This design comes from an exercise in tuning for small area, a short achievable clock period and few clock cycles per item on the open sky130 flow, not from production work. At most, simulation tests tie the RTL to the original design; equivalence was not proved. Only the layout flow was run in runs 3 to 6; the RTL was not checked for function there. No activity file was given, so power comes from the tool's default toggle rates.

### flow/design.v
package lchd_pkg;
    localparam int KEY_W             = 32;
    localparam int COUNT_W           = 16;
    localparam int CAP_W             = 5;
    localparam int TOTAL_W           = 32;
    localparam int MAX_ENTRIES_DFLT  = 16;
    localparam logic [CAP_W-1:0]   CAP_RESET = CAP_W'(16);
    localparam logic [COUNT_W-1:0] COUNT_MAX = '1;
    localparam logic [TOTAL_W-1:0] TOTAL_MAX = '1;
    localparam int RES_BITS = 1 + TOTAL_W;
    localparam int RES_W    = ((RES_BITS + 7) / 8) * 8;
    typedef struct packed {
        logic [KEY_W-1:0]   key;
        logic [COUNT_W-1:0] count;
    } entry_t;
endpackage
module lfu_cache_hit_detector_core #(
    parameter int MAX_ENTRIES = lchd_pkg::MAX_ENTRIES_DFLT
) (
    input  logic                          clk,
    input  logic                          rst_n,
    input  logic                          cfg_we,
    input  logic [lchd_pkg::CAP_W-1:0]    cfg_wdata,
    input  logic                          s_axis_tvalid,
    output logic                          s_axis_tready,
    input  logic [lchd_pkg::KEY_W-1:0]    s_axis_tdata,
    output logic                          m_axis_tvalid,
    input  logic                          m_axis_tready,
    output logic [lchd_pkg::RES_W-1:0]    m_axis_tdata
);
    localparam int N     = MAX_ENTRIES;
    localparam int KW    = lchd_pkg::KEY_W;
    localparam int CW    = lchd_pkg::COUNT_W;
    localparam int TW    = lchd_pkg::TOTAL_W;
    localparam int CAPW  = lchd_pkg::CAP_W;
    localparam int IDX_W = (N > 1) ? $clog2(N) : 1;
    function automatic logic [IDX_W-1:0] lim_idx(input logic [CAPW-1:0] cap);
        if (cap == '0)
            lim_idx = '0;
        else if (cap > CAPW'(N))
            lim_idx = IDX_W'(N-1);
        else
            lim_idx = IDX_W'(cap - CAPW'(1));
    endfunction
    localparam logic [CW-1:0] CNT_ZERO = CW'(1);
    localparam logic [CW-1:0] CNT_LAST = CW'(2);
    function automatic logic [CW-1:0] lfsr_next(input logic [CW-1:0] c);
        lfsr_next = (c >> 1) ^ (c[0] ? 16'hB400 : 16'h0000);
    endfunction
    logic [KW-1:0]    kp_q  [0:N-1];    
    logic [IDX_W-1:0] ptr_q [0:N-1];    
    logic [CW-1:0]    cnt_q [0:N-1];
    logic [N-1:0]  v_q;
    logic [N-1:0]  eq_q;
    logic [N-1:0]  sat_q;               
    logic [CAPW-1:0] cap_q;
    logic          room_q;              
    logic          av_q;
    logic [KW-1:0] a_q;
    logic [N-1:0]  e_q;                 
    logic          ek_q;                
    logic          kv_q;
    logic [KW-1:0] k_q;
    logic [N-1:0]  meq_q;               
    logic          hit_q;               
    logic          miss_q;              
    logic          rdy_q;
    logic          hv_q, q1v_q, q2v_q;
    logic          h_hit_q, q1_hit_q, q2_hit_q;
    logic [TW-1:0] h_tot_q;
    logic upd, mv, s_hs, pop, full_n;
    assign upd   = kv_q;
    assign full_n = ~pop & (q2v_q | (q1v_q & kv_q));
    assign mv    = av_q & ~full_n;
    assign s_axis_tready = rdy_q;
    assign s_hs  = s_axis_tvalid & rdy_q;
    assign pop   = hv_q & m_axis_tready;
    assign m_axis_tvalid = hv_q;
    assign m_axis_tdata  = lchd_pkg::RES_W'({h_tot_q, h_hit_q});
    logic [N-1:0] mh, gl, gr, go, stop, on, last, fh, ins, mins, missch;
    logic         hit, miss, room;
    always_comb
    begin
        for (int i = 0; i < N; i++)
        begin
            mh[i]   = meq_q[i] & ~sat_q[i];
        end
        for (int i = 0; i < N; i++)
        begin
            gl[i]   = (2*i+1 < N) ? (v_q[(2*i+1) % N] & eq_q[(2*i+1) % N]) : 1'b0;
            gr[i]   = (2*i+2 < N) ? (v_q[(2*i+2) % N] & eq_q[(2*i+2) % N] & ~gl[i]) : 1'b0;
            stop[i] = ~gl[i] & ~gr[i];
        end
        for (int i = 0; i < N; i++)
        begin
            go[i] = (i == 0) ? 1'b0 : (((i % 2) == 1) ? gl[(i-1)/2] : gr[(i-1)/2]);
        end
        for (int i = 0; i < N; i++)
        begin
            on[i] = mh[i];
            for (int d = 1; d <= IDX_W; d++)
            begin
                if (((i+1) >> d) >= 1)
                begin
                    logic r;
                    r = 1'b1;
                    for (int e = 0; e < d; e++)
                    begin
                        r = r & go[((i+1) >> e) - 1];
                    end
                    on[i] = on[i] | (mh[((i+1) >> d) - 1] & r);
                end
            end
            last[i] = on[i] & stop[i];
        end
        for (int i = 0; i < N; i++)
        begin
            fh[i] = ~v_q[i] & ((i == 0) ? 1'b1 : v_q[(i+N-1) % N]);
        end
        for (int i = N-1; i >= 0; i--)
        begin
            ins[i] = fh[i];
            if (2*i+1 < N) ins[i] = ins[i] | ins[(2*i+1) % N];
            if (2*i+2 < N) ins[i] = ins[i] | ins[(2*i+2) % N];
        end
        room = room_q;
        for (int i = 0; i < N; i++)
        begin
            mins[i] = (i == 0) ? 1'b1 : (room & ins[i]);
        end
        hit    = hit_q;
        miss   = miss_q;
        missch = {N{miss}} & mins;
    end
    logic [CW-1:0]    inc [0:N-1];
    logic [N-1:0]     d1, z, wsel, wr;
    logic [IDX_W-1:0] ptr_n [0:N-1];
    logic [CW-1:0]    cnt_n [0:N-1];
    logic [IDX_W-1:0] hp, fidx, newp;
    logic [N-1:0]     v_n, eq_n, sat_n;
    logic [CAPW-1:0]  cap_n;
    logic             room_n;
    always_comb
    begin
        hp   = '0;
        fidx = '0;
        for (int i = 0; i < N; i++)
        begin
            inc[i] = lfsr_next(cnt_q[i]);
            z[i]   = (cnt_q[i] == CNT_ZERO) & ~sat_q[i];
            d1[i]  = (i == 0) ? 1'b0 : ((cnt_q[i] == inc[(i-1)/2])
                                       & (sat_q[i] == (cnt_q[(i-1)/2] == CNT_LAST)));
            hp     = hp | ({IDX_W{mh[i]}} & ptr_q[i]);
            fidx   = fidx | ({IDX_W{fh[i]}} & IDX_W'(i));
        end
        newp = room ? fidx : ptr_q[0];
        for (int i = 0; i < N; i++)
        begin
            ptr_n[i] = on[i] ? (gl[i] ? ptr_q[(2*i+1) % N] : (gr[i] ? ptr_q[(2*i+2) % N] : hp))
                     : (missch[i] ? ((i == 0) ? newp : ptr_q[(i-1)/2]) : ptr_q[i]);
            cnt_n[i] = last[i] ? inc[i] : (missch[i] ? ((i == 0) ? CNT_ZERO : cnt_q[(i-1)/2]) : cnt_q[i]);
            v_n[i]   = v_q[i] | (miss & room & fh[i]);
            sat_n[i] = last[i] ? (cnt_q[i] == CNT_LAST)
                     : (missch[i] ? ((i == 0) ? 1'b0 : sat_q[(i-1)/2]) : sat_q[i]);
            wsel[i]  = room ? fh[i] : (ptr_q[0] == IDX_W'(i));
            wr[i]    = miss & wsel[i];
        end
        cap_n  = cfg_we ? cfg_wdata : cap_q;
        room_n = ~v_n[lim_idx(cap_n)];
        eq_n[0] = 1'b0;
        for (int i = 1; i < N; i++)
        begin
            if (last[i])
                eq_n[i] = 1'b0;
            else if (last[(i-1)/2])
                eq_n[i] = d1[i];
            else if (missch[i])
                eq_n[i] = (i <= 2) ? z[0] : eq_q[(i-1)/2];
            else if (miss & mins[(i-1)/2])
                eq_n[i] = (i <= 2) ? z[i] : (eq_q[i] & eq_q[(i-1)/2]);
            else
                eq_n[i] = eq_q[i];
        end
    end
    logic [N-1:0] c0, e_n;
    logic         ck0, ca0, ek_n;
    always_comb
    begin
        for (int i = 0; i < N; i++)
        begin
            c0[i]  = (s_axis_tdata == kp_q[i]);
        end
        ck0 = (s_axis_tdata == k_q);
        ca0 = (s_axis_tdata == a_q);
        for (int i = 0; i < N; i++)
        begin
            e_n[i] = wr[i] ? ck0 : c0[i];
        end
        ek_n = mv ? ca0 : ck0;
    end
    logic [N-1:0] eqx, eqh, meq_n;
    logic         eqk, hit_n, hn_keep, hn_miss;
    always_comb
    begin
        eqx = e_q;
        eqk = ek_q;
        hn_keep = 1'b0;
        hn_miss = eqk;
        for (int i = 0; i < N; i++)
        begin
            eqh[i]  = eqx[ptr_q[i]];
            hn_keep = hn_keep | (eqx[i] & v_q[i]);
            hn_miss = hn_miss | (eqx[i] & v_q[i] & ~wsel[i]);
        end
        hit_n = miss ? hn_miss : hn_keep;
        for (int i = 0; i < N; i++)
        begin
            meq_n[i] = on[i] ? (gl[i] ? eqh[(2*i+1) % N] : (gr[i] ? eqh[(2*i+2) % N] : eqk))
                     : (missch[i] ? ((i == 0) ? eqk : eqh[(i-1)/2]) : eqh[i]);
        end
    end
    logic [TW-1:0] tot_inc;
    logic          add, load_head, h_hit_n, q1_hit_n, q2_hit_n;
    logic          av_n, kv_n, hv_n, q1v_n, q2v_n;
    always_comb
    begin
        if (pop)
        begin
            hv_n     = q1v_q | upd;
            q1v_n    = q2v_q | (q1v_q & upd);
            q2v_n    = q2v_q & upd;
            h_hit_n  = q1v_q ? q1_hit_q : hit_q;
            q1_hit_n = q2v_q ? q2_hit_q : hit_q;
            q2_hit_n = hit_q;
            load_head = q1v_q | upd;
        end
        else
        begin
            hv_n     = hv_q | upd;
            q1v_n    = q1v_q | (hv_q & upd);
            q2v_n    = q2v_q | (q1v_q & upd);
            h_hit_n  = hit_q;
            q1_hit_n = q1v_q ? q1_hit_q : hit_q;
            q2_hit_n = q2v_q ? q2_hit_q : hit_q;
            load_head = ~hv_q & upd;
        end
    end
    assign tot_inc   = h_tot_q + TW'(1);
    assign add       = h_hit_n & (h_tot_q != lchd_pkg::TOTAL_MAX);
    assign av_n      = s_hs | (av_q & ~mv);
    assign kv_n      = mv;
    always_ff @(posedge clk)
    begin
        for (int i = 0; i < N; i++)
        begin
            if (wr[i])
                kp_q[i] <= k_q;
            ptr_q[i] <= ptr_n[i];
            cnt_q[i] <= cnt_n[i];
        end
        eq_q  <= eq_n;
        sat_q <= sat_n;
        if (s_hs)
        begin
            a_q   <= s_axis_tdata;
            ek_q  <= ek_n;
        end
        e_q <= s_hs ? e_n : ((wr & {N{ek_q}}) | (e_q & ~wr));
        if (mv)
        begin
            k_q   <= a_q;
            hit_q <= hit_n;
        end
        if (load_head)
            h_hit_q <= h_hit_n;
        q1_hit_q <= q1_hit_n;
        q2_hit_q <= q2_hit_n;
    end
    always_ff @(posedge clk or negedge rst_n)
    begin
        if (!rst_n)
        begin
            v_q     <= '0;
            cap_q   <= lchd_pkg::CAP_RESET;
            room_q  <= 1'b1;
            h_tot_q <= '0;
            av_q    <= 1'b0;
            kv_q    <= 1'b0;
            hv_q    <= 1'b0;
            q1v_q   <= 1'b0;
            q2v_q   <= 1'b0;
            meq_q   <= '0;
            miss_q  <= 1'b0;
            rdy_q   <= 1'b1;
        end
        else
        begin
            v_q <= v_n;
            cap_q  <= cap_n;
            room_q <= room_n;
            if (load_head & add)
                h_tot_q <= tot_inc;
            av_q  <= av_n;
            kv_q  <= kv_n;
            hv_q  <= hv_n;
            q1v_q <= q1v_n;
            q2v_q <= q2v_n;
            meq_q  <= mv ? (meq_n & v_n) : '0;
            miss_q <= mv & ~hit_n;
            rdy_q <= ~av_n | ~(q2v_n | (q1v_n & kv_n));
        end
    end
endmodule
### flow/flow/run.sh
#!/bin/bash
# Standard ORFS flow, with plain buffers on the ports instead of the
# default pick (a delay buffer).
set -e
export BUFFER_PORTS_ARGS="-buffer_cell sky130_fd_sc_hd__buf_4"
bash standard.sh > standard.log 2>&1
### flow/standard.sh
#!/bin/bash
# synth_recipe.tcl (not shown) runs the flow's synth.tcl, then flattens the netlist and writes it again
# the make line also repeats each setting of config.mk as NAME=value (left out here)
make -C /OpenROAD-flow-scripts/flow DESIGN_CONFIG=/design/flow/config.mk WORK_HOME=/design/flow/orfs CLKGATE_MAP_FILE= SYNTH_SCRIPT=/design/flow/synth_recipe.tcl "${@:-finish}"
### flow/config.mk
export PLATFORM = sky130hd
export DESIGN_NAME = lfu_cache_hit_detector_core
export DESIGN_NICKNAME = lfu_cache_hit_detector_core
export VERILOG_FILES = /design/flow/design.v
export SDC_FILE = /design/flow/constraint.sdc
export NUM_CORES = 4
export LEC_CHECK = 0
export CAP_MARGIN = 20
export CORE_MARGIN = 2
export CORE_UTILIZATION = 40
export SETUP_SLACK_MARGIN = 2.4
export SLEW_MARGIN = 20
### flow/constraint.sdc
create_clock -name core_clock -period 5.0 [get_ports {clk}]
set_input_delay 1.0000 -clock core_clock [delete_from_list [all_inputs] [get_ports {clk}]]
set_output_delay 1.0000 -clock core_clock [all_outputs]
set_load 0.01 [all_outputs]
==> results of run 1 <==
kinds of logic after synthesis:
kind of cell | Yosys count | synth area share, %
AO/OA/AOI/OAI | 421 | 5.451
XOR/XNOR | 903 | 15.15
adder cells (fa/ha/maj) | 2 | 0.04793
buffers and inverters | 408 | 3.176
flip-flops | 1025 | 57.91
multiplexers | 253 | 6.994
other | 1 | 0.007184
AND/OR/NAND/NOR | 1129 | 11.27
power by group:
group	total (W)	internal, W	switching, W
clock network	0.00804	0.00445	0.00358
registers	0.0118	0.0107	0.00114
logic	0.00622	0.00221	0.00401
final timing paths:
check                           cells past startpoint      end  startpoint
worst max-delay path                                7  eq_q[1]      v_q[7]
worst min-delay path                                1    q1v_q       rst_n
max in group asynchronous                           2   v_q[2]       rst_n
min in group core_clock                             0  k_q[14]     a_q[14]
worst max register to register                      7  eq_q[1]      v_q[7]
worst min register to register                      0  k_q[14]     a_q[14]
flip-flops by register name (all words and copies together), names as in the netlist, 5 cells and up, named ones only:
name	flops
a_q	32
cap_q	5
cnt_q	256
eq_q	15
h_tot_q	32
k_q	32
kp_q	512
meq_q	16
ptr_q	64
sat_q	16
v_q	16
repair_timing:
action | in CTS | in global routing
pin swaps | 9 | 15
endpoints found under the setup margin | 783 | 441
endpoints found under the hold margin | 0 | 0
gates resized for setup | 71 | 40
setup buffers | 80 | 51
gates cloned | 7 | 0
hold buffers | 0 | 0
metrics by stage:
step                      hold slack [ns]  area [sq um]
after global routing               0.3834         59650
after global placement             0.4491         54390
after floorplan                    0.4473         52350
final                              0.3447         59650
after CTS                          0.3229         59080
after detailed placement           0.4578         54400
synth_stat cells, types with 12 or more instances:
master       n
a21o_1      14
clkbuf_1   225
inv_1       90
edfxtp_1   931
mux2i_1     36
dfxtp_1     17
nand3_1     54
o221ai_1    16
nor2_1     134
mux2_2     141
nand2_1    376
nor3_1      32
dfrtp_1     74
buf_1       31
o22ai_1     26
o2111ai_1   19
buf_4       15
a2111oi_0   14
nand4_1    138
buf_2       43
a211oi_1    18
nor4_1     188
nand3b_1    51
and2_1      16
and3_1      30
xnor2_1    409
xor2_1     494
a21oi_1    120
a31oi_1     12
mux4_2      75
nor2b_1     25
nand2b_1    23
o21ai_0     79
area by class of cell:
class	instances	area, sq um
timing repair inverter	1	7.507
clock inverter	53	564.3
inverter	91	356.6
clock buffer	148	2965
multi-input combinational	2721	20900
sequential	1025	30240
timing repair buffer	291	2440
fill	11660	69830
tap	1742	2180
cells in the final DEF (no fill, tap or decap), drive strengths merged, types with 74 or more instances in the layout:
cell type / instances
o21ai: 86
edfxtp: 931
a21oi: 122
xor2: 494
buf: 290
nand4: 138
mux2: 141
nor4: 188
clkbuf: 149
nand2: 376
dfrtp: 74
nor2: 135
mux4: 75
inv: 90
xnor2: 409
layer usage:
layer	global-route usage (%)	share of wire (%)	wire, um	vias up
met5	0	0.026	44	-
met4	7.827	3.3	5698	6
met3	4.942	10	17220	375
met2	37.90	44	74930	1985
met1	36.67	42	72220	18270
li1	-	-	-	15410
==> run summary, run 1 <==
status=finished clean; Fin. Hold Viols=0; overall power=0.02610 W; CP Cell Sequence=nor2b_1 > buf_4 > nor4_1 > a21o_1 > mux2i_1 > a21oi_1 > o221a_2; critical path class=reg2reg; Non-Filler Instances=6072; WP buf/inv=1; DRC=0; sum of negative setup slack=0 ns; Synth Warn #=7; RSZ-0062 raised after global routing=true; CTS tree=yes; die area=0.1334 sq mm; CTS Sinks=1025; max_cap viols=0; VDD IR max=0.3144 mV; Critical Path Slowest Stage Cell=dfrtp_1; Overflow after GRT=0; Rel. slew slack=28.28%; highest clock rate=0.3724 GHz; port bufs=76; diode count=0; Core Util, Final=46.07%; Period Utilization, post-route=53.70%; vias in the first global route=34300; Mean Syn Cell Area=12.60 sq um; crit end category=flop; largest delay contributor family on the critical path=compound AO/OA/AOI/OAI gates; Vias/cell=5.935; nets@finish=4285; drt initial violations=4260; # IOs=84; min Tclk post-route=2.685 ns; synth unique cells=93; Wirelength per Cell=28.02 um; CP required=5.61 ns; Die H=365.3 um; top cells by area, synth=edfxtp_1 54%, xor2_1 8.3%, xnor2_1 6.9%; CP max stage delay=0.72 ns; Mapped Cells=4142; worst reg2reg setup slack=2.31 ns; final setup margin=2.315 ns; pre-CTS setup slack=1.406 ns; Synth Flop Type=edfxtp_1; Clock Tree Buf Depth=3; area of the core=0.1295 sq mm; DR vias=36040; Slew @ Worst Pin=1.076 ns; Root Driver=clkbuf_16; htree depth=3; Final ANT Viol Nets=0; clk slew on worst S/H paths=0.07 ns; routed wire length=170.1 mm; drt first pass iters=8; Final setup violation count=0; largest net degree at the start of global routing=57; Leak=20.70 nW; placed instance count=5733; share of cells above drive strength 1=17.90%; worst-path fanout max=9; gpl congestion=0.9719; Seq/Total Area, Yosys=57.91%; Cell Area, Synth=0.05220 sq mm; antenna violations before repair=8; chip width=365.3 um; synth-to-layout area growth=14.28%; number of synthesized flops with an enable pin=931; clock latency on the worst-skew pair=0.78 ns; row count=132; Hold Crit Class=in2async; ys async rst share=7.512%; first-pass GRT wire length=245.5 mm; Starting Density=40.31%; Pwr Density=437.6 mW/mm^2; data arrival time of the worst path=3.29 ns; clock skew=0.06962 ns; GRT Total Usage=25.20%; total CTS buffers=110; Max Transition Viols Final=0; Synth top area share=53.56%; Yosys top cell by area=edfxtp_1; DP HPWL=105.0 mm; Worst setup SP type=flop; Yosys reg bits=1025
Testbench counts, summed over its fixed seeds: cycles 12,024, items 12,000.
==> run 2, diff against run 1 <==
--- a/flow/config.mk
+++ b/flow/config.mk
@@ -7,6 +7,6 @@
 export LEC_CHECK = 0
 export CAP_MARGIN = 20
 export CORE_MARGIN = 2
-export CORE_UTILIZATION = 40
+export CORE_UTILIZATION = 55
 export SETUP_SLACK_MARGIN = 2.4
 export SLEW_MARGIN = 20
==> run 2 against run 1 <==
Still clean; sequential cell count unchanged; maximum frequency is 0.60% higher; clock-buffer cell count down 8; critical endpoint is now cnt_q[3][12].
==> run summary, run 2 <==
data arrival time of the worst path=3.08 ns (was 3.29 ns); min Tclk post-route=2.669 ns (was 2.685 ns); CP max stage delay=0.72 ns (about the same); GRT Total Usage=33.26% (was 25.20%); CTS Sinks=1025 (unchanged); Die H=312.1 um (was 365.3 um); Final ANT Viol Nets=0 (unchanged); synth unique cells=93 (unchanged); overall power=0.02566 W (was 0.02610 W); DRC=0 (unchanged); most frequent cell after synthesis=edfxtp_1 (unchanged); CP Cell Sequence=buf_4 > nand2_1 > a21oi_2 > nor2_1 > clkinvlp_4 > buf_12 (was nor2b_1 > buf_4 > nor4_1 > a21o_1 > mux2i_1 > a21oi_1 > o221a_2); WP buf/inv=3 (was 1); synth-to-layout area growth=12.09% (was 14.28%); top cells by area, synth=edfxtp_1 54%, xor2_1 8.3%, xnor2_1 6.9% (unchanged); Post-synth top cells=931 x edfxtp_1, 494 x xor2_1, 409 x xnor2_1, 376 x nand2_1, 225 x clkbuf_1 (unchanged); Cell Area, Synth=0.05220 sq mm (unchanged); largest registers=kp_q: 512 flops, cnt_q: 256 flops, ptr_q: 64 flops (unchanged); Yosys top cell by area=edfxtp_1 (unchanged); drt initial violations=4247 (was 4260); largest delay contributor family on the critical path=flip-flops (was compound AO/OA/AOI/OAI gates); area of the multi-input gates=0.02086 sq mm (was 0.02090 sq mm); fillers=7224 (was 11660); final setup margin=2.331 ns (was 2.315 ns); Finished Cell Area=0.05851 sq mm (was 0.05965 sq mm); total CTS buffers=107 (was 110); crit end category=flop (unchanged); die area=0.09739 sq mm (was 0.1334 sq mm); hold_ws=0.2982 ns (was 0.3447 ns); Critical Path Slowest Stage Cell=dfstp_4 (was dfrtp_1); vias in the first global route=34720 (was 34300); chip width=312.1 um (was 365.3 um); worst-path fanout max=16 (was 9); Slew @ Worst Pin=1.128 ns (was 1.076 ns); most frequent cells in the layout=931 x edfxtp_1, 494 x xor2_1, 409 x xnor2_1 (unchanged); highest clock rate=0.3747 GHz (was 0.3724 GHz); ys async rst share=7.512% (unchanged); clock skew=0.04010 ns (was 0.06962 ns); Root Driver=clkbuf_16 (unchanged); Leak=20.40 nW (was 20.70 nW); CTS tree=yes (unchanged); Area after DPL=0.05371 sq mm (was 0.05440 sq mm); clk slew on worst S/H paths=0.06 ns (was 0.07 ns); critical path class=reg2reg (unchanged); first-pass GRT wire length=237.6 mm (was 245.5 mm); Period Utilization, post-route=53.38% (was 53.70%); Pwr Density=438.6 mW/mm^2 (was 437.6 mW/mm^2); DR vias=35520 (was 36040); Fin. Hold Viols=0 (unchanged); Synth Warn #=7 (unchanged); share of cells above drive strength 1=17.04% (was 17.90%); Mapped Cells=4142 (unchanged); Worst setup SP type=flop (unchanged); status=finished clean (unchanged); pre-CTS setup slack=1.226 ns (was 1.406 ns); CP required=5.41 ns (was 5.61 ns); Seq/Total Area, Yosys=57.91% (unchanged); Largest Register=kp_q (unchanged); Mean Syn Cell Area=12.60 sq um (unchanged); max_cap viols=0 (unchanged); clock latency on the worst-skew pair=0.72 ns (was 0.78 ns); # IOs=84 (unchanged); Starting Density=55.68% (was 40.31%); Yosys reg bits=1025 (unchanged); Rel. slew slack=24.81% (was 28.28%); Storage cell area=0.03024 sq mm (about the same); nets@finish=4237 (was 4285); htree depth=3 (unchanged); max reg flops=512 (unchanged); gpl congestion=0.9573 (was 0.9719); VDD IR max=0.3582 mV (was 0.3144 mV); sum of negative setup slack=0 ns (unchanged); antenna violations before repair=3 (was 8); area of the core=0.09375 sq mm (was 0.1295 sq mm); most common cell after layout, fill and taps aside=edfxtp_1 (unchanged); Vias/cell=6.412 (was 5.935); Max Transition Viols Final=0 (unchanged); Overflow after GRT=0 (unchanged); routed wire length=164.5 mm (was 170.1 mm); Synth Flop Type=edfxtp_1 (unchanged); Clock Tree Buf Depth=3 (unchanged); Synth top area share=53.56% (unchanged); largest net degree at the start of global routing=45 (was 57); number of synthesized flops with an enable pin=931 (unchanged); port bufs=76 (unchanged); Wirelength per Cell=29.70 um (was 28.02 um); RSZ-0062 raised after global routing=true (unchanged); DP HPWL=101.6 mm (was 105.0 mm); Final setup violation count=0 (unchanged); drt first pass iters=8 (unchanged); row count=112 (was 132); Hold Crit Class=in2async (unchanged)
run 2: kinds of logic after synthesis:
logic type	Yosys count	synth area share, %
adder cells (fa/ha/maj)	2	0.04793
AO/OA/AOI/OAI	421	5.451
other	1	0.007184
buffers and inverters	408	3.176
AND/OR/NAND/NOR	1129	11.27
multiplexers	253	6.994
XOR/XNOR	903	15.15
flip-flops	1025	57.91
run 2: path summary, 6_finish.rpt:
path,start,end,slack [ns],cells past startpoint
setup / recovery,room_q,cnt_q[3][12],2.33,6
hold / removal,rst_n,cap_q[2],0.30,1
setup reg to reg,room_q,cnt_q[3][12],2.33,6
hold reg to reg,a_q[7],k_q[7],0.47,0
max in group asynchronous,rst_n,v_q[1],3.58,2
min in group core_clock,a_q[7],k_q[7],0.47,0
run 2: stage by stage:
step                std cells  util [%]
CTS                      5494     61.76
detailed placement       5235     57.29
global route             5538     62.41
floorplan                4148         -
finish                   5539     62.41
global placement         5235     57.29
run 2: worst register-to-register path: stages, from the launching register on:
cell	delay (ns)
dfstp_4	0.72
buf_4	0.22
nand2_1	0.45
a21oi_2	0.52
nor2_1	0.15
clkinvlp_4	0.13
buf_12	0.15
run 2: what timing repair did:
item / 4_1_cts / 5_1_grt
cloned: 8 / 2
endpoints found under the hold margin: 0 / 0
buffers inserted: 51 / 42
pin swaps: 10 / 9
setup endpoints to repair: 819 / 398
hold buffers: 0 / 0
resized for setup: 73 / 36
run 2: layout make-up:
type                    count  share of cell area, %
inverters                  91                 0.6223
flip-flops and latches   1025                  51.68
clock buffers             140                  4.961
clock inverters            60                 0.9345
multi-input cells        2721                  35.65
diodes                      1               0.004277
repair inverters            4                0.04705
repair buffers            243                  3.424
well taps                1254                  2.682
run 2: power by group:
group | switching [W] | leakage, nW | internal, W | total (W)
Combinational | 0.00391 | 9.14 | 0.00210 | 0.00601
Clock | 0.00345 | 1.68 | 0.00437 | 0.00782
Sequential | 0.00113 | 9.58 | 0.0107 | 0.0118
run 2: layer usage:
metal	routed length, um	part of all wire (%)	vias up	GRT usage, %
li1	-	-	15320	-
met4	7767	4.7	0	13.75
met5	0	0	-	0
met3	14130	8.6	475	5.793
met2	79700	48	1914	55.60
met1	62930	38	17810	43.15
==> run 3, diff against run 2 <==
--- a/flow/design.v
+++ b/flow/design.v
@@ -87,8 +87,8 @@
         end
         for (int i = 0; i < N; i++)
         begin
-            gl[i]   = (2*i+1 < N) ? (v_q[(2*i+1) % N] & eq_q[(2*i+1) % N]) : 1'b0;
-            gr[i]   = (2*i+2 < N) ? (v_q[(2*i+2) % N] & eq_q[(2*i+2) % N] & ~gl[i]) : 1'b0;
+            gl[i]   = (2*i+1 < N) ? eq_q[(2*i+1) % N] : 1'b0;
+            gr[i]   = (2*i+2 < N) ? (eq_q[(2*i+2) % N] & ~gl[i]) : 1'b0;
             stop[i] = ~gl[i] & ~gr[i];
         end
         for (int i = 0; i < N; i++)
@@ -166,18 +166,18 @@
             wr[i]    = miss & wsel[i];
         end
         cap_n  = cfg_we ? cfg_wdata : cap_q;
-        room_n = ~v_n[lim_idx(cap_n)];
+        room_n = cfg_we ? ~v_n[lim_idx(cfg_wdata)] : ~v_n[lim_idx(cap_q)];
         eq_n[0] = 1'b0;
         for (int i = 1; i < N; i++)
         begin
             if (last[i])
                 eq_n[i] = 1'b0;
             else if (last[(i-1)/2])
-                eq_n[i] = d1[i];
+                eq_n[i] = d1[i] & v_q[i];
             else if (missch[i])
                 eq_n[i] = (i <= 2) ? z[0] : eq_q[(i-1)/2];
             else if (miss & mins[(i-1)/2])
-                eq_n[i] = (i <= 2) ? z[i] : (eq_q[i] & eq_q[(i-1)/2]);
+                eq_n[i] = (i <= 2) ? (z[i] & v_q[i]) : (eq_q[i] & eq_q[(i-1)/2]);
             else
                 eq_n[i] = eq_q[i];
         end
@@ -258,7 +258,6 @@
             ptr_q[i] <= ptr_n[i];
             cnt_q[i] <= cnt_n[i];
         end
-        eq_q  <= eq_n;
         sat_q <= sat_n;
         if (s_hs)
         begin
@@ -281,6 +280,7 @@
         if (!rst_n)
         begin
             v_q     <= '0;
+            eq_q    <= '0;
             cap_q   <= lchd_pkg::CAP_RESET;
             room_q  <= 1'b1;
             h_tot_q <= '0;
@@ -296,6 +296,7 @@
         else
         begin
             v_q <= v_n;
+            eq_q <= eq_n;
             cap_q  <= cap_n;
             room_q <= room_n;
             if (load_head & add)
--- a/flow/config.mk
+++ b/flow/config.mk
@@ -8,5 +8,7 @@
 export CAP_MARGIN = 20
 export CORE_MARGIN = 2
 export CORE_UTILIZATION = 55
+export CTS_CLUSTER_DIAMETER = 80
+export CTS_CLUSTER_SIZE = 20
 export SETUP_SLACK_MARGIN = 2.4
 export SLEW_MARGIN = 20
==> run 3 against run 2 <==
Critical path depth increased by 2; die area increased by 0.63%; sequential cell count unchanged; cell count increased by 1.6%; setup slack got worse by 0.0087 ns; power decreased by 9.7%; critical path type unchanged; critical endpoint is now room_q; largest cell class unchanged; highest routed layer is now met5.
==> run summary, run 3 <==
status=finished clean (unchanged); Post-synth top cells=931 x edfxtp_1, 558 x nand2_1, 476 x xnor2_1, 432 x xor2_1, 252 x clkbuf_1 (was 931 x edfxtp_1, 494 x xor2_1, 409 x xnor2_1, 376 x nand2_1, 225 x clkbuf_1); Die H=313.1 um (was 312.1 um); Period Utilization, post-route=53.55% (was 53.38%); drt initial violations=4442 (was 4247); data arrival time of the worst path=3.33 ns (was 3.08 ns); Leak=19.87 nW (was 20.40 nW); port bufs=76 (unchanged); Starting Density=55.37% (was 55.68%); CTS tree=yes (unchanged); Mapped Cells=4348 (was 4142); Final ANT Viol Nets=0 (unchanged); Synth Flop Type=edfxtp_1 (unchanged); Seq/Total Area, Yosys=57.68% (was 57.91%); die area=0.09800 sq mm (was 0.09739 sq mm); antenna violations before repair=2 (was 3); min Tclk post-route=2.678 ns (was 2.669 ns); most common cell after layout, fill and taps aside=edfxtp_1 (unchanged); Yosys top cell by area=edfxtp_1 (unchanged); max_cap viols=0 (unchanged); nets@finish=4372 (was 4237); clk slew on worst S/H paths=0.08 ns (was 0.06 ns); critical path class=reg2reg (unchanged); DRC=0 (unchanged); M1 WL=65.99 mm (was 62.93 mm); htree depth=2 (was 3); fillers=7603 (was 7224); max reg flops=512 (unchanged); Final setup violation count=0 (unchanged); crit end category=flop (unchanged); Finished Cell Area=0.05699 sq mm (was 0.05851 sq mm); Fin. Hold Viols=0 (unchanged); largest net degree at the start of global routing=52 (was 45); Yosys reg bits=1025 (unchanged); CTS Sinks=1025 (unchanged); RSZ-0062 raised after global routing=true (unchanged); largest registers=kp_q: 512 flops, cnt_q: 256 flops, ptr_q: 64 flops (unchanged); area of the core=0.09487 sq mm (was 0.09375 sq mm); Root Driver=clkbuf_16 (unchanged); Worst setup SP type=flop (unchanged); synth-to-layout area growth=8.484% (was 12.09%); worst-path fanout max=32 (was 16); routed wire length=165.7 mm (was 164.5 mm); DR top layer=met5 (was met4); row count=113 (was 112); Core Util, Final=60.07% (was 62.41%); area of the multi-input gates=0.02098 sq mm (was 0.02086 sq mm); Largest Register=kp_q (unchanged); clock latency on the worst-skew pair=0.74 ns (was 0.72 ns); routed wl met3=13.10 mm (was 14.13 mm); # IOs=84 (unchanged); top cells by area, synth=edfxtp_1 53%, xnor2_1 7.9%, xor2_1 7.2% (was edfxtp_1 54%, xor2_1 8.3%, xnor2_1 6.9%); vias in the first global route=34440 (was 34720); Hold Crit Class=in2async (unchanged); hold_ws=0.3843 ns (was 0.2982 ns); highest clock rate=0.3735 GHz (was 0.3747 GHz); chip width=313.1 um (was 312.1 um); synth unique cells=91 (was 93); Clock Tree Buf Depth=3 (unchanged); Rel. slew slack=40.65% (was 24.81%); Storage cell area=0.03032 sq mm (was 0.03024 sq mm); Cell Area, Synth=0.05253 sq mm (was 0.05220 sq mm); most frequent cells in the layout=931 x edfxtp_1, 540 x nand2_1, 476 x xnor2_1 (was 931 x edfxtp_1, 494 x xor2_1, 409 x xnor2_1); gpl congestion=0.9925 (was 0.9573); met2 wire len=79.59 mm (was 79.70 mm); Vias/cell=6.368 (was 6.412); VDD IR max=0.3330 mV (was 0.3582 mV); Overflow after GRT=0 (unchanged); total CTS buffers=60 (was 107); pre-CTS setup slack=1.305 ns (was 1.226 ns); ys async rst share=8.976% (was 7.512%); Max Transition Viols Final=0 (unchanged); Area after DPL=0.05419 sq mm (was 0.05371 sq mm); Synth top area share=53.22% (was 53.56%); DP HPWL=103.7 mm (was 101.6 mm); drt first pass iters=8 (unchanged); diode count=0 (was 1); Wirelength per Cell=29.44 um (was 29.70 um); GRT Total Usage=33.64% (was 33.26%); first-pass GRT wire length=241.4 mm (was 237.6 mm); Mean Syn Cell Area=12.08 sq um (was 12.60 sq um); final setup margin=2.322 ns (was 2.331 ns); most frequent cell after synthesis=edfxtp_1 (unchanged); DR vias=35850 (was 35520); Synth Warn #=7 (unchanged); share of cells above drive strength 1=12.69% (was 17.04%); number of synthesized flops with an enable pin=931 (unchanged); sum of negative setup slack=0 ns (unchanged); CP required=5.66 ns (was 5.41 ns); Slew @ Worst Pin=0.8903 ns (was 1.128 ns); clock skew=0.06205 ns (was 0.04010 ns); Pwr Density=406.7 mW/mm^2 (was 438.6 mW/mm^2)
==> run 3: cell types whose count changed in the layout (fill, tap and decap cells not counted), moves of 27 or more <==
cell,change
nand2_1,+174
mux2_2,-79
xnor2_1,+67
xor2_1,-62
clkbuf_16,-46
o21ai_0,+29
nand4_1,+27
==> run 3: logic make-up (layout without fill, tap and decap cells) <==
group                    Yosys count  in the layout  synth area share [%]
adder cells (fa/ha/maj)            6              6                0.1381
AND/OR/NAND/NOR                 1362           1363                 13.08
flip-flops                      1025           1025                 57.68
AO/OA/AOI/OAI                    447            447                 5.364
other                              1              7              0.007138
buffers and inverters            415            424                 3.168
multiplexers                     184            184                 5.426
XOR/XNOR                         908            908                 15.14
==> run 3: final cells by class <==
type | count | share of cell area [%]
tap | 1265 | 2.777
inverter | 78 | 0.5423
multi-input combinational | 2915 | 36.82
timing repair buffer | 246 | 3.407
clock buffer | 85 | 2.891
sequential | 1025 | 53.19
timing repair inverter | 1 | 0.01317
clock inverter | 14 | 0.3557
==> run 3: repair_timing <==
action                     in CTS  in global routing
hold buffers                    0                  0
setup endpoints to repair     865                529
cloned                          2                  0
pin swaps                       2                  2
gates resized for setup        58                 43
buffers inserted               50                 22
==> run 3: power breakdown <==
part	switching, W	internal [W]	leakage, nW
registers	0.00122	0.0107	9.65
clock network	0.00295	0.00243	0.896
logic	0.00381	0.00207	9.33
total	0.00797	0.0152	19.9
==> run 3: stage by stage <==
step	cells	power (W)
floorplan	4354	0.01501
global placement	5456	0.01749
detailed placement	5456	0.01754
CTS	5607	0.02304
global route	5629	0.02395
finish	5629	0.02318
==> run 3: path summary, 6_finish.rpt <==
check / from / depth (start not counted) / slack [ns] / end
worst max-delay path: room_q / 8 / 2.32 / room_q
worst min-delay path: rst_n / 1 / 0.38 / h_tot_q[16]
worst max register to register: room_q / 8 / 2.32 / room_q
worst min register to register: av_q / 1 / 0.46 / rdy_q
max in group asynchronous: rst_n / 2 / 3.48 / v_q[8]
min in group core_clock: av_q / 1 / 0.46 / rdy_q
==> run 3: layer usage <==
layer / vias to the layer above / global-route usage (%)
met5: - / 0
met4: 4 / 12.31
met3: 404 / 4.962
met2: 1764 / 55.55
met1: 18030 / 45.47
li1: 15640 / -
==> run 3: worst max-delay path, stage by stage (launching register included) <==
cell	delay (ns)
dfstp_4	0.81
and2_1	0.17
buf_4	0.38
a21o_1	0.24
nor2_1	0.06
a2111oi_0	0.40
a21oi_1	0.10
a311oi_1	0.34
nor3_2	0.08
==> run 4, diff against run 3 <==
--- a/flow/config.mk
+++ b/flow/config.mk
@@ -8,7 +8,7 @@
 export CAP_MARGIN = 20
 export CORE_MARGIN = 2
 export CORE_UTILIZATION = 55
-export CTS_CLUSTER_DIAMETER = 80
-export CTS_CLUSTER_SIZE = 20
+export CTS_CLUSTER_DIAMETER = 100
+export CTS_CLUSTER_SIZE = 24
 export SETUP_SLACK_MARGIN = 2.4
 export SLEW_MARGIN = 20
==> run 4 against run 3 <==
Setup slack improved by 0.029 ns; clock power decreased by 9.1%; hold slack improved by 0.0082 ns; critical endpoint unchanged.
==> run summary, run 4 <==
number of synthesized flops with an enable pin=931 (unchanged); largest delay contributor family on the critical path=compound AO/OA/AOI/OAI gates (unchanged); Die H=313.1 um (unchanged); drt initial violations=4683 (was 4442); Largest Register=kp_q (unchanged); CP Cell Sequence=and2_1 > buf_4 > a21o_1 > mux2_4 > nor2_2 > a2111oi_1 > a311o_1 > nor3_2 (was and2_1 > buf_4 > a21o_1 > nor2_1 > a2111oi_0 > a21oi_1 > a311oi_1 > nor3_2); Post-synth top cells=931 x edfxtp_1, 558 x nand2_1, 476 x xnor2_1, 432 x xor2_1, 252 x clkbuf_1 (unchanged); Seq/Total Area, Yosys=57.68% (unchanged); hold bufs inserted after CTS=0 (unchanged); Period Utilization, post-route=52.97% (was 53.55%); Starting Density=55.37% (unchanged); Pwr Density=400.3 mW/mm^2 (was 406.7 mW/mm^2); Synth top area share=53.22% (unchanged); DP HPWL=103.7 mm (unchanged); Cell Area, Synth=0.05253 sq mm (unchanged); Critical Path Slowest Stage Cell=dfstp_4 (unchanged); Mapped Cells=4348 (unchanged); Rel. slew slack=40.64% (was 40.65%); Clock Tree Buf Depth=3 (unchanged); worst-path fanout max=32 (unchanged); status=finished clean (unchanged); overall power=0.02267 W (was 0.02318 W); global-route track usage on met2=55.41% (was 55.55%); Slew @ Worst Pin=0.8904 ns (was 0.8903 ns); Finished Cell Area=0.05663 sq mm (was 0.05699 sq mm); most common cell after layout, fill and taps aside=edfxtp_1 (unchanged); Synth Warn #=7 (unchanged); largest net degree at the start of global routing=52 (unchanged); data arrival time of the worst path=3.29 ns (was 3.33 ns); routed wire length=165.7 mm (about the same); first-pass GRT wire length=241.3 mm (was 241.4 mm); chip width=313.1 um (unchanged); CP max stage delay=0.81 ns (about the same); Fin. Hold Viols=0 (unchanged); synth unique cells=91 (unchanged); share of cells above drive strength 1=12.44% (was 12.69%); sum of negative setup slack=0 ns (unchanged); met1 Usage GRT=45.28% (was 45.47%); DRC=0 (unchanged); VDD IR max=0.3235 mV (was 0.3330 mV); critical path class=reg2reg (unchanged); Max Transition Viols Final=0 (unchanged); fillers=7659 (was 7603); Vias/cell=6.357 (was 6.368); port bufs=76 (unchanged); nets@finish=4362 (was 4372); min Tclk post-route=2.648 ns (was 2.678 ns); total CTS buffers=50 (was 60); die area=0.09800 sq mm (unchanged); crit end category=flop (unchanged); RSZ-0062 raised after global routing=true (unchanged); top cells by area, synth=edfxtp_1 53%, xnor2_1 7.9%, xor2_1 7.2% (unchanged); clock skew=0.04443 ns (was 0.06205 ns); Synth Flop Type=edfxtp_1 (unchanged); Core Util, Final=59.69% (was 60.07%); highest clock rate=0.3776 GHz (was 0.3735 GHz); Final setup violation count=0 (unchanged); Root Driver=clkbuf_16 (unchanged); synth-to-layout area growth=7.800% (was 8.484%); DR vias=35700 (was 35850); Overflow after GRT=0 (unchanged); drt first pass iters=8 (unchanged); Mean Syn Cell Area=12.08 sq um (unchanged); row count=113 (unchanged); htree depth=2 (unchanged); Hold Crit Class=in2async (unchanged); antenna violations before repair=1 (was 2); largest registers=kp_q: 512 flops, cnt_q: 256 flops, ptr_q: 64 flops (unchanged); vias in the first global route=34460 (was 34440); final setup margin=2.352 ns (was 2.322 ns); GRT Total Usage=33.60% (was 33.64%); Worst setup SP type=flop (unchanged); # IOs=84 (unchanged); clk slew on worst S/H paths=0.10 ns (was 0.08 ns); ys async rst share=8.976% (unchanged); Yosys top cell by area=edfxtp_1 (unchanged); Wirelength per Cell=29.51 um (was 29.44 um); Final ANT Viol Nets=0 (unchanged); area of the core=0.09487 sq mm (unchanged); most frequent cell after synthesis=edfxtp_1 (unchanged); Yosys reg bits=1025 (unchanged); CTS tree=yes (unchanged); Area after DPL=0.05419 sq mm (unchanged); gr busiest metal=met2 (unchanged); most frequent cells in the layout=931 x edfxtp_1, 540 x nand2_1, 476 x xnor2_1 (unchanged); gpl congestion=0.9925 (unchanged); max_cap viols=0 (unchanged); WP buf/inv=1 (unchanged); Leak=19.69 nW (was 19.87 nW); CP required=5.64 ns (was 5.66 ns); pre-CTS setup slack=1.305 ns (unchanged); clock latency on the worst-skew pair=0.72 ns (was 0.74 ns); met3 usage=5.002% (was 4.962%); max reg flops=512 (unchanged); CTS Sinks=1025 (unchanged)
-- run 4: cell count changes in the layout (fill, tap and decap cells not counted), sizes merged --
cell and change:
clkinv -1, bufinv -1, inv -1, clkinvlp +1
diode +2, clkbuf -14
-- run 4: layout make-up --
class	count	area (sq um)	area share [%]
Multi-Input combinational cell	2915	20970	37.03
Inverter	78	309.0	0.5457
Timing Repair Buffer	246	1913	3.378
Clock buffer	71	1373	2.424
Tap cell	1265	1583	2.795
Antenna cell	2	5.005	0.008838
Sequential cell	1025	30320	53.53
Timing Repair inverter	1	7.507	0.01326
Clock inverter	12	155.1	0.2740
-- run 4: worst paths after layout --
check,startpoint,end,slack [ns],cells past startpoint
min in group core_clock,a_q[20],k_q[20],0.48,0
hold reg to reg,a_q[20],k_q[20],0.48,0
max in group asynchronous,rst_n,v_q[8],3.47,2
setup / recovery,room_q,room_q,2.35,8
hold / removal,rst_n,h_tot_q[16],0.39,1
setup reg to reg,room_q,room_q,2.35,8
-- run 4: cells by family after synthesis --
| group | after synthesis | synth area share (%) |
|---|---|---|
| AND/OR/NAND/NOR | 1362 | 13.08 |
| flip-flops | 1025 | 57.68 |
| XOR/XNOR | 908 | 15.14 |
| AO/OA/AOI/OAI | 447 | 5.364 |
| buffers and inverters | 415 | 3.168 |
| multiplexers | 184 | 5.426 |
| adder cells (fa/ha/maj) | 6 | 0.1381 |
| other | 1 | 0.007138 |
-- run 4: per-stage QoR --
stage / hold slack (ns) / std cells
finish: 0.3925 / 5615
CTS: 0.3759 / 5589
detailed placement: 0.4556 / 5456
global route: 0.4310 / 5613
global placement: 0.4378 / 5456
floorplan: 0.4148 / 4354
-- run 4: per-layer routing --
layer | vias up | wire length (um)
met4 | 0 | 7246
met1 | 17930 | 66030
met5 | - | 0
li1 | 15600 | -
met2 | 1746 | 79460
met3 | 413 | 12970
-- run 4: worst register-to-register path: stages, from the launching register on --
cell	delay [ns]
dfstp_4	0.81
and2_1	0.18
buf_4	0.38
a21o_1	0.38
mux2_4	0.22
nor2_2	0.03
a2111oi_1	0.37
a311o_1	0.18
nor3_2	0.04
-- run 4: power by group --
group | switching [W] | total, W | internal (W)
Sequential | 0.00122 | 0.0119 | 0.0107
Clock | 0.00287 | 0.00489 | 0.00201
Combinational | 0.00380 | 0.00586 | 0.00206
Total | 0.00789 | 0.0227 | 0.0148
-- run 4: what timing repair did --
| action | 4_1_cts | 5_1_grt |
|---|---|---|
| gates cloned | 2 | 0 |
| pin swaps | 2 | 1 |
| resized for setup | 59 | 40 |
| buffers inserted | 48 | 24 |
| setup endpoints to repair | 823 | 521 |
==> run 5, diff against run 4 <==
--- a/flow/config.mk
+++ b/flow/config.mk
@@ -5,6 +5,7 @@
 export SDC_FILE = /design/flow/constraint.sdc
 export NUM_CORES = 4
 export LEC_CHECK = 0
+export ABC_AREA = 1
 export CAP_MARGIN = 20
 export CORE_MARGIN = 2
 export CORE_UTILIZATION = 55
==> run 5 against run 4 <==
Still clean; sequential share of layout area down 1.1 points; maximum frequency up 0.48%; routed wire length up 5.8%; sequential power about the same; largest cell class unchanged.
==> run summary, run 5 <==
Sw Ratio=35.90% (was 34.80%); Rel. slew slack=28.74% (was 40.64%); Slew @ Worst Pin=1.067 ns (was 0.8904 ns); Clock Tree Buf Depth=3 (unchanged); highest clock rate=0.3794 GHz (was 0.3776 GHz); status=finished clean (unchanged); # IOs=84 (unchanged); Post-synth top cells=1402 x nand2_1, 931 x edfxtp_1, 482 x inv_1, 477 x o21ai_0, 393 x xnor2_1 (was 931 x edfxtp_1, 558 x nand2_1, 476 x xnor2_1, 432 x xor2_1, 252 x clkbuf_1); nets@finish=5792 (was 4362); min Tclk post-route=2.636 ns (was 2.648 ns); clk slew on worst S/H paths=0.11 ns (was 0.10 ns); largest net degree at the start of global routing=65 (was 52); CTS Sinks=1025 (unchanged); ys async rst share=8.976% (unchanged); Non-Filler Instances=7079 (was 5615); max_cap viols=0 (unchanged); first-pass GRT wire length=258.5 mm (was 241.3 mm); port bufs=76 (unchanged); data arrival time of the worst path=3.05 ns (was 3.29 ns); die area=0.1010 sq mm (was 0.09800 sq mm); gr busiest metal=met2 (unchanged); most frequent cell after synthesis=nand2_1 (was edfxtp_1); RSZ-0062 raised after global routing=true (unchanged); DP HPWL=123.1 mm (was 103.7 mm); Synth top area share=51.64% (was 53.22%); Leak=21.73 nW (was 19.69 nW); CP required=5.41 ns (was 5.64 ns); multiplexer share of the synthesized area=0% (was 5.426%); Seq pwr share=54.2% (was 52.6%); largest registers=kp_q: 512 flops, cnt_q: 256 flops, ptr_q: 64 flops (unchanged); largest family of logic cells by synthesized area=simple AND/OR/NAND/NOR gates (was XOR/XNOR gates); Compound-Gate Fraction of Synth Area=8.339% (was 5.364%); reg2reg path depth=10 (was 8); FF-to-FF Start=sat_q[15] (was room_q); sw power=0.008010 W (was 0.007889 W); share of cells above drive strength 1=7.549% (was 12.44%); Root Driver=clkbuf_16 (unchanged); synth unique cells=51 (was 91); Fin. Hold Viols=0 (unchanged); most common cell after layout, fill and taps aside=nand2_1 (was edfxtp_1); max reg flops=512 (unchanged); met3 usage=4.063% (was 5.002%); DRC=0 (unchanged); Synth Warn #=7 (unchanged); Largest Register=kp_q (unchanged); total CTS buffers=50 (unchanged); Final setup violation count=0 (unchanged); vias in the first global route=39550 (was 34460); routed wire length=175.4 mm (was 165.7 mm); worst reg2reg setup slack=2.36 ns (was 2.35 ns); Comb pwr share=24.2% (was 25.9%); Starting Density=55.25% (was 55.37%); Seq/Total Area, Yosys=55.97% (was 57.68%); Synth Flop Type=edfxtp_1 (unchanged); sum of negative setup slack=0 ns (unchanged); met1 Usage GRT=45.94% (was 45.28%); top cells by area, synth=edfxtp_1 52%, nand2_1 9.7%, xnor2_1 6.4% (was edfxtp_1 53%, xnor2_1 7.9%, xor2_1 7.2%); worst-path fanout max=11 (was 32); Worst setup SP type=flop (unchanged); Vias/cell=5.984 (was 6.357); DR vias=42360 (was 35700); CTS tree=yes (unchanged); hold bufs inserted after CTS=0 (unchanged); synth-to-layout area growth=6.800% (was 7.800%); row count=115 (was 113); chip width=317.7 um (was 313.1 um); gpl congestion=1.033 (was 0.9925); area of the core=0.09799 sq mm (was 0.09487 sq mm); Max Transition Viols Final=0 (unchanged); Mean Syn Cell Area=9.405 sq um (was 12.08 sq um); cell-internal power=0.01430 W (was 0.01478 W); Yosys top cell by area=edfxtp_1 (unchanged); Synth Area in Adders=0.06934% (was 0.1381%); htree depth=2 (unchanged); Synth Area in Simple Gates=20.56% (was 13.08%); RR Endpoint=ptr_q[6][1] (was room_q); VDD IR max=0.3581 mV (was 0.3235 mV); antenna violations before repair=5 (was 1); global-route track usage on met2=54.42% (was 55.41%); crit end category=flop (unchanged); Hold Crit Class=in2async (unchanged); Pwr Density=385.9 mW/mm^2 (was 400.3 mW/mm^2); pre-CTS setup slack=1.682 ns (was 1.305 ns); drt initial violations=5368 (was 4683); GRT Total Usage=34.15% (was 33.60%); placed instance count=6927 (was 5456); critical path class=reg2reg (unchanged); Wirelength per Cell=24.78 um (was 29.51 um); XOR/XNOR share of the synthesized area=9.561% (was 15.14%); Mapped Cells=5756 (was 4348); most frequent cells in the layout=1377 x nand2_1, 931 x edfxtp_1, 473 x o21ai_0 (was 931 x edfxtp_1, 540 x nand2_1, 476 x xnor2_1); drt first pass iters=6 (was 8); clock latency on the worst-skew pair=0.72 ns (about the same); Die H=317.7 um (was 313.1 um); clock skew=0.06429 ns (was 0.04443 ns); Overflow after GRT=0 (unchanged); Cell Area, Synth=0.05414 sq mm (was 0.05253 sq mm); Period Utilization, post-route=52.72% (was 52.97%); final setup margin=2.364 ns (was 2.352 ns); Final ANT Viol Nets=0 (unchanged); number of synthesized flops with an enable pin=931 (unchanged); Yosys reg bits=1025 (unchanged); clock share of power=21.5% (was 21.6%)
run 5: changes by cell type after synthesis, sizes merged, moves of 100 or more:
cell / before / now
nand3: 56 / 380
nand2: 558 / 1422
nor2: 127 / 402
xor2: 432 / 198
or2: 5 / 105
inv: 76 / 491
nor4: 187 / 36
o21ai: 116 / 506
clkbuf: 252 / 86
run 5: layout make-up:
class	instances	area [sq um]
fillers	8594	40170
flip-flops and latches	1025	30310
multi-input cells	4016	21210
inverters	502	1957
well taps	1287	1610
clock buffers	86	1396
repair buffers	149	1174
clock inverters	8	131.4
repair inverters	3	22.52
diodes	3	7.507
run 5: what timing repair did:
| item | 4_1_cts | 5_1_grt |
|---|---|---|
| gates resized for setup | 51 | 56 |
| setup endpoints to repair | 648 | 551 |
| pin swaps | 6 | 3 |
| cloned | 4 | 3 |
| setup buffers | 8 | 40 |
run 5: worst max path at each step:
stage	start	to	slack [ns]	cells past startpoint
floorplan	room_q	flop	2.50	8
finish	sat_q[15]	ptr_q[6][1]	2.36	10
global route	ptr_q[0][1]	flop	2.32	12
global placement	s_axis_tdata[5]	flop	1.74	13
CTS	miss_q	eq_q[11]	2.35	11
detailed placement	sat_q[1]	cnt_q[10][3]	1.68	9
run 5: metal layers:
layer	wire length, um	up-vias
met5	29	-
met4	11110	4
met3	13390	469
met2	80410	2200
met1	70450	20270
li1	-	19430
run 5: logic make-up after synthesis:
logic type	after synthesis
buffers and inverters	725
XOR/XNOR	591
AO/OA/AOI/OAI	824
AND/OR/NAND/NOR	2587
other	1
adder cells (fa/ha/maj)	3
flip-flops	1025
run 5: power groups by stage:
stage / logic [W] / registers, W / clock network [W]
3_3_place_gp: 0.00492 / 0.0123 / 0
5_1_grt: 0.00584 / 0.0122 / 0.00516
6_report: 0.00541 / 0.0121 / 0.00480
4_1_cts: 0.00506 / 0.0122 / 0.00488
3_5_place_dp: 0.00495 / 0.0123 / 0
2_1_floorplan: 0.00337 / 0.0116 / 0
run 5: through the flow:
step | utilization, % | hold WS (ns) | power [W] | instance area [sq um]
3_5_place_dp | 56.61 | 0.4556 | 0.01730 | 55470
2_1_floorplan | - | 0.4422 | 0.01494 | 54170
3_3_place_gp | 56.60 | 0.4477 | 0.01725 | 55460
4_1_cts | 58.46 | 0.4458 | 0.02209 | 57290
5_1_grt | 59.00 | 0.4893 | 0.02318 | 57810
6_report | 59.01 | 0.4570 | 0.02231 | 57820
run 5: critical path, cell delays in order, from the launching register on:
cell and delay [ns]:
edfxtp_1 0.37, inv_1 0.04, nand2_1 0.23, inv_1 0.17
nand2_1 0.16, o21ai_0 0.10, nor3_1 0.37, nand3_2 0.34
buf_4 0.33, a21oi_1 0.14, o21ai_0 0.09
==> run 6, diff against run 5 <==
--- a/flow/config.mk
+++ b/flow/config.mk
@@ -5,11 +5,10 @@
 export SDC_FILE = /design/flow/constraint.sdc
 export NUM_CORES = 4
 export LEC_CHECK = 0
-export ABC_AREA = 1
 export CAP_MARGIN = 20
 export CORE_MARGIN = 2
 export CORE_UTILIZATION = 55
 export CTS_CLUSTER_DIAMETER = 100
 export CTS_CLUSTER_SIZE = 24
-export SETUP_SLACK_MARGIN = 2.4
+export SETUP_SLACK_MARGIN = 2.6
 export SLEW_MARGIN = 20
==> run 6 against run 5 <==
Synthesized area down 3.0%; critical path type unchanged; clock skew down 0.011 ns; highest routed layer unchanged; design area up 0.79%; non-clock buffer count up 197; sequential cell count unchanged; largest cell class unchanged.
==> run summary, run 6 <==
status=finished clean (unchanged); number of synthesized flops with an enable pin=931 (unchanged); DRC=0 (unchanged); Largest Register=kp_q (unchanged); met2 wire len=79.52 mm (was 80.41 mm); data arrival time of the worst path=2.93 ns (was 3.05 ns); most frequent cells in the layout=931 x edfxtp_1, 540 x nand2_1, 476 x xnor2_1 (was 1377 x nand2_1, 931 x edfxtp_1, 473 x o21ai_0); Comb pwr share=27.3% (was 24.2%); routed wl met3=15.18 mm (was 13.39 mm); Critical Path Slowest Stage Cell=edfxtp_1 (unchanged); drt initial violations=4813 (was 5368); RSZ-0062 raised after global routing=true (unchanged); WP buf/inv=1 (was 3); clock skew=0.05280 ns (was 0.06429 ns); worst-path fanout max=7 (was 11); fillers=7516 (was 8594); Area after DPL=0.05425 sq mm (was 0.05547 sq mm); FF-to-FF Start=ptr_q[0][0] (was sat_q[15]); synth unique cells=91 (was 51); routed wire length=170.5 mm (was 175.4 mm); pre-CTS setup slack=1.267 ns (was 1.682 ns); worst reg2reg setup slack=2.53 ns (was 2.36 ns); Wirelength per Cell=29.73 um (was 24.78 um); first-pass GRT wire length=244.4 mm (was 258.5 mm); Pwr Density=399.5 mW/mm^2 (was 385.9 mW/mm^2); most frequent cell after synthesis=edfxtp_1 (was nand2_1); critical path class=reg2reg (unchanged); Finished Cell Area=0.05828 sq mm (was 0.05782 sq mm); Overflow after GRT=0 (unchanged); max_cap viols=0 (unchanged); largest net degree at the start of global routing=52 (was 65); Fin. Hold Viols=0 (unchanged); Yosys top cell by area=edfxtp_1 (unchanged); most common cell after layout, fill and taps aside=edfxtp_1 (was nand2_1); CTS tree=yes (unchanged); synth-to-layout area growth=10.93% (was 6.800%); Max Transition Viols Final=0 (unchanged); clk slew on worst S/H paths=0.10 ns (was 0.11 ns); Leak=20.30 nW (was 21.73 nW); most frequent CP cell=nor4_4; GRT Total Usage=34.12% (was 34.15%); CP startpoint=ptr_q[0][0] (was sat_q[15]); gpl congestion=0.9551 (was 1.033); drt first pass iters=7 (was 6); Period Utilization, post-route=49.48% (was 52.72%); highest clock rate=0.4042 GHz (was 0.3794 GHz); DP HPWL=104.8 mm (was 123.1 mm); CP required=5.46 ns (was 5.41 ns); Synth top area share=53.22% (was 51.64%); antenna violations before repair=9 (was 5); Seq pwr share=51.3% (was 54.2%); final setup margin=2.526 ns (was 2.364 ns); end of the critical path=hit_q (was ptr_q[6][1]); crit end category=flop (unchanged); DR vias=36680 (was 42360); ys async rst share=8.976% (unchanged); area of the core=0.09487 sq mm (was 0.09799 sq mm); Slew @ Worst Pin=0.9069 ns (was 1.067 ns); Mapped Cells=4348 (was 5756); hold bufs inserted after CTS=0 (unchanged); Levels on crit path=7 (was 10); M1 WL=66.80 mm (was 70.45 mm); Final ANT Viol Nets=0 (unchanged); nets@finish=4471 (was 5792); max reg flops=512 (unchanged); overall power=0.02328 W (was 0.02231 W); Seq/Total Area, Yosys=57.68% (was 55.97%); Starting Density=55.37% (was 55.25%); total CTS buffers=50 (unchanged); hold_ws=0.3990 ns (was 0.4570 ns); diode count=0 (was 3); Post-synth top cells=931 x edfxtp_1, 558 x nand2_1, 476 x xnor2_1, 432 x xor2_1, 252 x clkbuf_1 (was 1402 x nand2_1, 931 x edfxtp_1, 482 x inv_1, 477 x o21ai_0, 393 x xnor2_1); top cells by area, synth=edfxtp_1 53%, xnor2_1 7.9%, xor2_1 7.2% (was edfxtp_1 52%, nand2_1 9.7%, xnor2_1 6.4%); Clock Tree Buf Depth=3 (unchanged); Hold Crit Class=in2async (unchanged); Root Driver=clkbuf_16 (unchanged); Final setup violation count=0 (unchanged); CTS Sinks=1025 (unchanged); Die H=313.1 um (was 317.7 um); CP max stage delay=0.55 ns (was 0.37 ns); Synth Flop Type=edfxtp_1 (unchanged); cell-internal power=0.01513 W (was 0.01430 W); RR Endpoint=hit_q (was ptr_q[6][1]); reg2reg path depth=7 (was 10); clock latency on the worst-skew pair=0.74 ns (was 0.72 ns); DR top layer=met5 (unchanged); sum of negative setup slack=0 ns (unchanged); Mean Syn Cell Area=12.08 sq um (was 9.405 sq um); htree depth=2 (unchanged); row count=113 (was 115); clock share of power=21.4% (was 21.5%); Synth Warn #=7 (unchanged); Worst setup SP type=flop (unchanged); CP Cell Sequence=buf_4 > nand2b_4 > nor4_4 > o21ai_0 > or4_4 > nor4_4 > o221ai_2 (was inv_1 > nand2_1 > inv_1 > nand2_1 > o21ai_0 > nor3_1 > nand3_2 > buf_4 > a21oi_1 > o21ai_0); die area=0.09800 sq mm (was 0.1010 sq mm); Sw Ratio=35.02% (was 35.90%); largest delay contributor family on the critical path=simple AND/OR/NAND/NOR gates (unchanged); VDD IR max=0.2962 mV (was 0.3581 mV); chip width=313.1 um (was 317.7 um); vias in the first global route=34570 (was 39550); Rel. slew slack=39.54% (was 28.74%); # IOs=84 (unchanged); min Tclk post-route=2.474 ns (was 2.636 ns); Vias/cell=6.398 (was 5.984); port bufs=76 (unchanged); Yosys reg bits=1025 (unchanged); sw power=0.008153 W (was 0.008010 W); share of cells above drive strength 1=16.05% (was 7.549%); Cell Area, Synth=0.05253 sq mm (was 0.05414 sq mm); largest registers=kp_q: 512 flops, cnt_q: 256 flops, ptr_q: 64 flops (unchanged)
run 6: changes by cell type in the layout (fill, tap and decap cells not counted), sizes merged, moves of 75 or more:
| cell | before | now |
|---|---|---|
| nand3 | 380 | 56 |
| nor3 | 118 | 43 |
| buf | 147 | 344 |
| mux2 | 0 | 83 |
| xor2 | 198 | 432 |
| o21ai | 507 | 118 |
| inv | 486 | 72 |
| nor2 | 404 | 127 |
| or2 | 105 | 6 |
| nor4 | 36 | 187 |
| xnor2 | 393 | 476 |
| nand2 | 1422 | 558 |
run 6: repair_timing:
action / in CTS / in global routing
resized for setup: 132 / 84
gates cloned: 8 / 6
endpoints found under the setup margin: 1126 / 577
pin swaps: 6 / 23
buffers inserted: 96 / 76
run 6: worst min-delay path by stage:
stage / depth (start not counted) / to / startpoint
2_1_floorplan: 1 / rdy_q / av_q
3_3_place_gp: 1 / rdy_q / av_q
3_5_place_dp: 1 / rdy_q / av_q
4_1_cts: 1 / meq_q[10] / rst_n
5_1_grt: 1 / cap_q[0] / rst_n
6_report: 1 / eq_q[12] / rst_n
run 6: layout make-up:
type	count	area [sq um]	share of cell area, %
clock buffers	88	1498	2.570
well taps	1265	1583	2.716
flip-flops and latches	1025	30330	52.05
repair inverters	5	37.54	0.06441
repair buffers	346	2893	4.964
clock inverters	6	110.1	0.1889
multi-input cells	2920	21500	36.89
inverters	78	327.8	0.5625
run 6: cell families (layout without fill, tap and decap cells):
kind of cell               count (synthesis)  after routing  share of synthesized area [%]
and+or+nand+nor                         1362           1363                          13.08
DFF                                     1025           1025                          57.68
xor gates and xnor gates                 908            908                          15.14
AOI/OAI and AO/OA                        447            452                          5.364
buffers and inverters                    415            523                          3.168
muxes                                    184            184                          5.426
adders and majority gates                  6              6                         0.1381
other                                      1              7                       0.007138
run 6: metrics by stage:
step                      util [%]  std cells
after floorplan                  -       4354
after global placement       57.18       5453
after detailed placement     57.19       5453
after CTS                    60.31       5651
after global routing         61.43       5733
final                        61.43       5733
run 6: metal layers:
layer,track usage [%],up-vias
met1,46.58,18280
met4,14.26,10
met5,0,-
li1,-,15840
met2,54.89,2035
met3,5.154,513
run 6: power by group through the flow:
| stage | logic (W) | clock network [W] | registers (W) |
|---|---|---|---|
| finish | 0.00635 | 0.00498 | 0.0120 |
| global route | 0.00668 | 0.00529 | 0.0120 |
| CTS | 0.00590 | 0.00503 | 0.0119 |
| detailed placement | 0.00531 | 0 | 0.0123 |
| global placement | 0.00525 | 0 | 0.0123 |
| floorplan | 0.00362 | 0 | 0.0114 |
run 6: worst register-to-register path: cells and delay by family (launching register included):
kind	cells	cell delay [ns]
buffers and inverters	1	0.20
flip-flops	1	0.55
AND/OR/NAND/NOR	4	1.19
AO/OA/AOI/OAI	2	0.30

[afterwards: timing with drivers on the ports]
How much do the figures lean on ideal ports? The routed layouts below were timed once more, with nothing changed but the port constraints.
Step 1 sets driving cells, clkbuf_16 on the clock port and buf_2 on the other inputs (assumed; they add their load-dependent delay and slew).
Step 2 also shifts input and output timing later by t, the mid clock arrival at the registers, as if the neighbouring blocks saw the same clock.
Three values: ideal, step 1, step 2; two values: the first two.
run	shift t [ns]	setup WS [ns]	hold WS [ns]	worst setup path after step 2
run 1	0.811	2.315 / 2.315 / 1.525	0.345 / 0.311 / 0.471	input to register
run 2	0.774	2.331 / 2.331 / 1.616	0.298 / 0.262 / 0.470	input to register
run 3	0.783	2.322 / 2.322 / 1.758	0.384 / 0.340 / 0.460	input to register
run 4	0.779	2.352 / 2.352 / 1.758	0.393 / 0.345 / 0.476	input to register
run 5	0.766	2.364 / 2.364 / 1.816	0.457 / 0.407 / 0.476	input to register
run 6	0.782	2.526 / 2.526 / 1.875	0.399 / 0.354 / 0.477	input to register
After both steps every run listed still meets setup and hold. For run 1, which loses most, drivers alone change the setup slack by 0.000 ns; drivers and shift together by -0.790 ns.
